This is an optimization exercise on Yosys and OpenROAD, whose aim is small area, not a production implementation.
Where RTL was checked, it was by simulation tests only, not by an equivalence proof against the original.
Power and IR drop assume default switching activity.

==> module gt_seq, before the edit <==
module gt_seq (
    input  logic clk25M,
    input  logic reset,
    input  logic frame_tick,
    output logic busy,
    output logic b1,
    output logic b2,
    output logic b3,
    output logic b4
);
    logic [5:0] seq;
    assign busy = (seq != 6'b111000);
    assign b1 = !seq[0] && !seq[2] && !seq[3] && !seq[4];
    assign b2 = !seq[1] && !seq[3] && !seq[4] && !seq[5];
    assign b3 = !seq[0] && !seq[2] && !seq[4] && !seq[5];
    assign b4 = !seq[0] && !seq[1] && !seq[3] && !seq[5];
    always_ff @(posedge clk25M) begin
        if (reset)           seq <= 6'b111000;
        else if (busy)       seq <= {seq[4:0], seq[5] ^ seq[4]};
        else if (frame_tick) seq <= 6'b100010;
    end
endmodule
==> module gt_cq, before the edit <==
module gt_cq (
    input  logic       b3, b4, go_left,
    input  logic [9:0] scan_h,
    output logic [8:0] cq,
    output logic       cc
);
    always_comb begin
        if (b3) begin
            cq = 9'd4;
            cc = 1'b0;
        end else if (b4) begin
            cq = {9{go_left}};
            cc = !go_left;
        end else begin
            cq = ~scan_h[9:1];
            cc = 1'b0;
        end
    end
endmodule
==> module game_top, before the edit <==
module game_top (
    input  logic              clk25M,
    input  logic              reset,
    input  logic              frame_tick,
    input  logic              btn_left,
    input  logic              btn_right,
    input  logic              btn_fire,
    input  logic [3:0]        speed,
    input  logic              scan_en,
    input  logic [9:0]        scan_h,
    input  logic [9:0]        scan_v,
    output logic              busy,
    output logic              pixel_en,
    output logic [11:0]       pixel_color
);
    logic        b1, b2, b3, b4;
    logic [9:0]  fx;
    logic [5:0]  yq;
    logic [15:0] alive;
    logic        dir_r;
    logic [8:0]  cp;
    logic        la;
    logic [8:0]  lp;
    logic [6:0]  lm;
    gt_seq u_seq (.clk25M(clk25M), .reset(reset), .frame_tick(frame_tick),
                  .busy(busy), .b1(b1), .b2(b2), .b3(b3), .b4(b4));
    logic [9:0] hq, hs;
    logic       hc;
    logic [6:0] vq, vs;
    logic       vc;
    logic [8:0] cq, cs;
    logic       cc;
    logic [7:0] ls;
    wire go_left  = btn_left && (cp != 9'd0);
    wire go_right = btn_right && (cp < 9'd312);
    gt_hq u_hq (.b1(b1), .b2(b2), .dir_r(dir_r), .speed(speed), .lp(lp), .scan_h(scan_h), .hq(hq), .hc(hc));
    gt_add #(10) u_ha (.a(fx), .b(hq), .ci(hc), .s(hs));
    gt_vq u_vq (.b1(b1), .b2(b2), .lm(lm), .scan_v(scan_v), .vq(vq), .vc(vc));
    gt_add #(7) u_va (.a({1'b0, yq}), .b(vq), .ci(vc), .s(vs));
    gt_cq u_cq (.b3(b3), .b4(b4), .go_left(go_left), .scan_h(scan_h), .cq(cq), .cc(cc));
    gt_add #(9) u_ca (.a(cp), .b(cq), .ci(cc), .s(cs));
    gt_add #(8) u_la (.a({1'b0, lm}), .b(b3 ? 8'hff : ~scan_v[9:2]), .ci(1'b0), .s(ls));
    logic       inv_hit, wall, floor_hit;
    logic [1:0] row, col;
    gt_dec u_dec (.hs(hs), .vs(vs), .ext(b2 && lm[0]), .alive(alive),
                  .inv_hit(inv_hit), .row(row), .col(col));
    gt_wall u_wall (.alive(alive), .dir_r(dir_r), .hs(hs), .yq(yq),
                    .wall(wall), .floor_hit(floor_hit));
    wire hit     = b2 && la && inv_hit;
    logic hit_q;
    wire la_left = la && !hit_q;
    always_ff @(posedge clk25M) begin
        if (b2) hit_q <= hit;
    end
    always_ff @(posedge clk25M) begin
        if (reset) begin
            fx    <= 10'd32;
            yq    <= 6'd4;
            dir_r <= 1'b1;
            cp    <= 9'd156;
            la    <= 1'b0;
        end else begin
            if (b1) begin
                if (wall) begin
                    dir_r <= !dir_r;
                    if (!floor_hit) yq <= vs[5:0];
                end else begin
                    fx <= hs;
                end
            end
            if (b3) la <= la_left ? !ls[7] : btn_fire;
            if (b4 && (go_left || go_right)) cp <= cs;
        end
    end
    always_ff @(posedge clk25M) begin
        for (int i = 0; i < 16; i++)
            alive[i] <= reset || (alive[i] && !(hit && {row, col} == 4'(i)));
    end
    always_ff @(posedge clk25M) begin
        if (b3) begin
            lm <= la_left ? ls[6:0] : 7'd108;
            if (!la_left) lp <= cs;
        end
    end
    logic [2:0] cls, cls_q1, cls_q2;
    logic [1:0] en_q;
    gt_pix u_pix (.scan_h(scan_h), .scan_v(scan_v), .cs(cs), .ls(ls), .lp(lp), .la(la),
                  .inv_hit(inv_hit), .row(row), .cls(cls));
    always_ff @(posedge clk25M) begin
        cls_q1 <= cls;
        cls_q2 <= cls_q1;
    end
    always_ff @(posedge clk25M) begin
        if (reset) en_q <= 2'b00;
        else       en_q <= {en_q[0], scan_en};
    end
    assign pixel_en = en_q[1];
    assign pixel_color = {{4{cls_q2[2]}},
                          cls_q2[1] | (cls_q2[2] & !cls_q2[0]),
                          {3{cls_q2[1]}},
                          {4{cls_q2[0]}}};
endmodule
Settings: LEC_CHECK=0, ABC_AREA=1, CAP_MARGIN=20, CORE_MARGIN=2, CORE_UTILIZATION=65, SLEW_MARGIN=20; clock period 6.0 ns.
standard.sh (not shown) runs the stock make flow with config.mk's settings and CLKGATE_MAP_FILE= SYNTH_SCRIPT=/design/flow/synth_recipe.tcl, a recipe that flattens the netlist after the stock synthesis.
==> flow/flow/run.sh <==
#!/bin/bash
# The standard layout with two changes: the smallest buffer on the ports,
# and a clock tree without dummy loads.
set -euo pipefail
bash standard.sh \
  "BUFFER_PORTS_ARGS=-buffer_cell sky130_fd_sc_hd__buf_1" \
  "CTS_ARGS=-sink_clustering_enable -repair_clock_nets -dont_use_dummy_load -buf_list sky130_fd_sc_hd__clkbuf_8" \
  finish > standard.log 2>&1
The first run completed with no timing, DRC or antenna violations.
==> next run, changes <==
--- a/flow/design.v
+++ b/flow/design.v
@@ -19,19 +19,17 @@
     output logic busy,
     output logic b1,
     output logic b2,
-    output logic b3,
-    output logic b4
+    output logic b3
 );
     logic [5:0] seq;
-    assign busy = (seq != 6'b111000);
-    assign b1 = !seq[0] && !seq[2] && !seq[3] && !seq[4];
-    assign b2 = !seq[1] && !seq[3] && !seq[4] && !seq[5];
-    assign b3 = !seq[0] && !seq[2] && !seq[4] && !seq[5];
-    assign b4 = !seq[0] && !seq[1] && !seq[3] && !seq[5];
-    always_ff @(posedge clk25M) begin
-        if (reset)           seq <= 6'b111000;
-        else if (busy)       seq <= {seq[4:0], seq[5] ^ seq[4]};
-        else if (frame_tick) seq <= 6'b100010;
+    assign busy = (seq != 6'b100010);
+    assign b1 = (seq[3:0] == 4'b0000);
+    assign b2 = !seq[5] && !seq[4] && !seq[2] && !seq[1];
+    assign b3 = !seq[5] && !seq[3] && !seq[2] && !seq[0];
+    always_ff @(posedge clk25M) begin
+        if (reset)     seq <= 6'b100010;
+        else if (busy) seq <= {seq[4:0], seq[5] ^ seq[4] ^ seq[2] ^ seq[1]};
+        else           seq <= {4'b1000, !frame_tick, 1'b0};
     end
 endmodule
 module gt_hq (
@@ -76,16 +74,16 @@
     end
 endmodule
 module gt_cq (
-    input  logic       b3, b4, go_left,
+    input  logic       b2, b3, go_left,
     input  logic [9:0] scan_h,
     output logic [8:0] cq,
     output logic       cc
 );
     always_comb begin
-        if (b3) begin
+        if (b2) begin
             cq = 9'd4;
             cc = 1'b0;
-        end else if (b4) begin
+        end else if (b3) begin
             cq = {9{go_left}};
             cc = !go_left;
         end else begin
@@ -196,7 +194,7 @@
     output logic              pixel_en,
     output logic [11:0]       pixel_color
 );
-    logic        b1, b2, b3, b4;
+    logic        b1, b2, b3;
     logic [9:0]  fx;
     logic [5:0]  yq;
     logic [15:0] alive;
@@ -206,7 +204,7 @@
     logic [8:0]  lp;
     logic [6:0]  lm;
     gt_seq u_seq (.clk25M(clk25M), .reset(reset), .frame_tick(frame_tick),
-                  .busy(busy), .b1(b1), .b2(b2), .b3(b3), .b4(b4));
+                  .busy(busy), .b1(b1), .b2(b2), .b3(b3));
     logic [9:0] hq, hs;
     logic       hc;
     logic [6:0] vq, vs;
@@ -220,9 +218,9 @@
     gt_add #(10) u_ha (.a(fx), .b(hq), .ci(hc), .s(hs));
     gt_vq u_vq (.b1(b1), .b2(b2), .lm(lm), .scan_v(scan_v), .vq(vq), .vc(vc));
     gt_add #(7) u_va (.a({1'b0, yq}), .b(vq), .ci(vc), .s(vs));
-    gt_cq u_cq (.b3(b3), .b4(b4), .go_left(go_left), .scan_h(scan_h), .cq(cq), .cc(cc));
+    gt_cq u_cq (.b2(b2), .b3(b3), .go_left(go_left), .scan_h(scan_h), .cq(cq), .cc(cc));
     gt_add #(9) u_ca (.a(cp), .b(cq), .ci(cc), .s(cs));
-    gt_add #(8) u_la (.a({1'b0, lm}), .b(b3 ? 8'hff : ~scan_v[9:2]), .ci(1'b0), .s(ls));
+    gt_add #(8) u_la (.a({1'b0, lm}), .b(b2 ? 8'hff : ~scan_v[9:2]), .ci(1'b0), .s(ls));
     logic       inv_hit, wall, floor_hit;
     logic [1:0] row, col;
     gt_dec u_dec (.hs(hs), .vs(vs), .ext(b2 && lm[0]), .alive(alive),
@@ -230,11 +228,7 @@
     gt_wall u_wall (.alive(alive), .dir_r(dir_r), .hs(hs), .yq(yq),
                     .wall(wall), .floor_hit(floor_hit));
     wire hit     = b2 && la && inv_hit;
-    logic hit_q;
-    wire la_left = la && !hit_q;
-    always_ff @(posedge clk25M) begin
-        if (b2) hit_q <= hit;
-    end
+    wire la_left = la && !hit;
     always_ff @(posedge clk25M) begin
         if (reset) begin
             fx    <= 10'd32;
@@ -251,8 +245,8 @@
                     fx <= hs;
                 end
             end
-            if (b3) la <= la_left ? !ls[7] : btn_fire;
-            if (b4 && (go_left || go_right)) cp <= cs;
+            if (b2) la <= la_left ? !ls[7] : btn_fire;
+            if (b3 && (go_left || go_right)) cp <= cs;
         end
     end
     always_ff @(posedge clk25M) begin
@@ -260,7 +254,7 @@
             alive[i] <= reset || (alive[i] && !(hit && {row, col} == 4'(i)));
     end
     always_ff @(posedge clk25M) begin
-        if (b3) begin
+        if (b2) begin
             lm <= la_left ? ls[6:0] : 7'd108;
             if (!la_left) lp <= cs;
         end
The new run completed with no timing, DRC or antenna violations. Power rises by 39%. Utilization climbs by 0.19 points. Worst setup slack improved by 0.10 ns. Clock power came out lower by about 4%. Sequential share of layout area grows by 1.4 points. Cell area shrinks by 6.1%. Combinational power grows by 75%.
No functional check of the RTL was part of the first run of this note.

separate check: timing with driven ports:
Ports are ideal in the flow. The routed layouts listed here were re-timed in OpenROAD.
Step 1 (the two cells are an assumption about what drives the block):
set clk [get_ports {clk25M}]
set_driving_cell -lib_cell sky130_fd_sc_hd__clkbuf_16 $clk
set_driving_cell -lib_cell sky130_fd_sc_hd__buf_2 [delete_from_list [all_inputs] $clk]
Step 2, shift: input delay + t, output delay - t, t = (earliest + latest rising clock arrival at the registers) / 2. This alone moves slack from input paths to output paths.
a / b / c = ideal / step 1 / step 2; a / b = the first two.
| run | shift t [ns] | slack for setup (ns) | worst data-port slew with drivers (ns) |
|---|---|---|---|
| the first run | 0.374 | 0.189 / 0.199 / -0.175 | 0.04 |
| the second run | 0.363 | 0.290 / 0.291 / -0.072 | 0.03 |
With both steps, setup timing fails in the first run and the second run, where it was met with ideal ports. The setup slack of the first run, which loses most, moves by +0.010 ns with the drivers and by -0.364 ns with both steps.
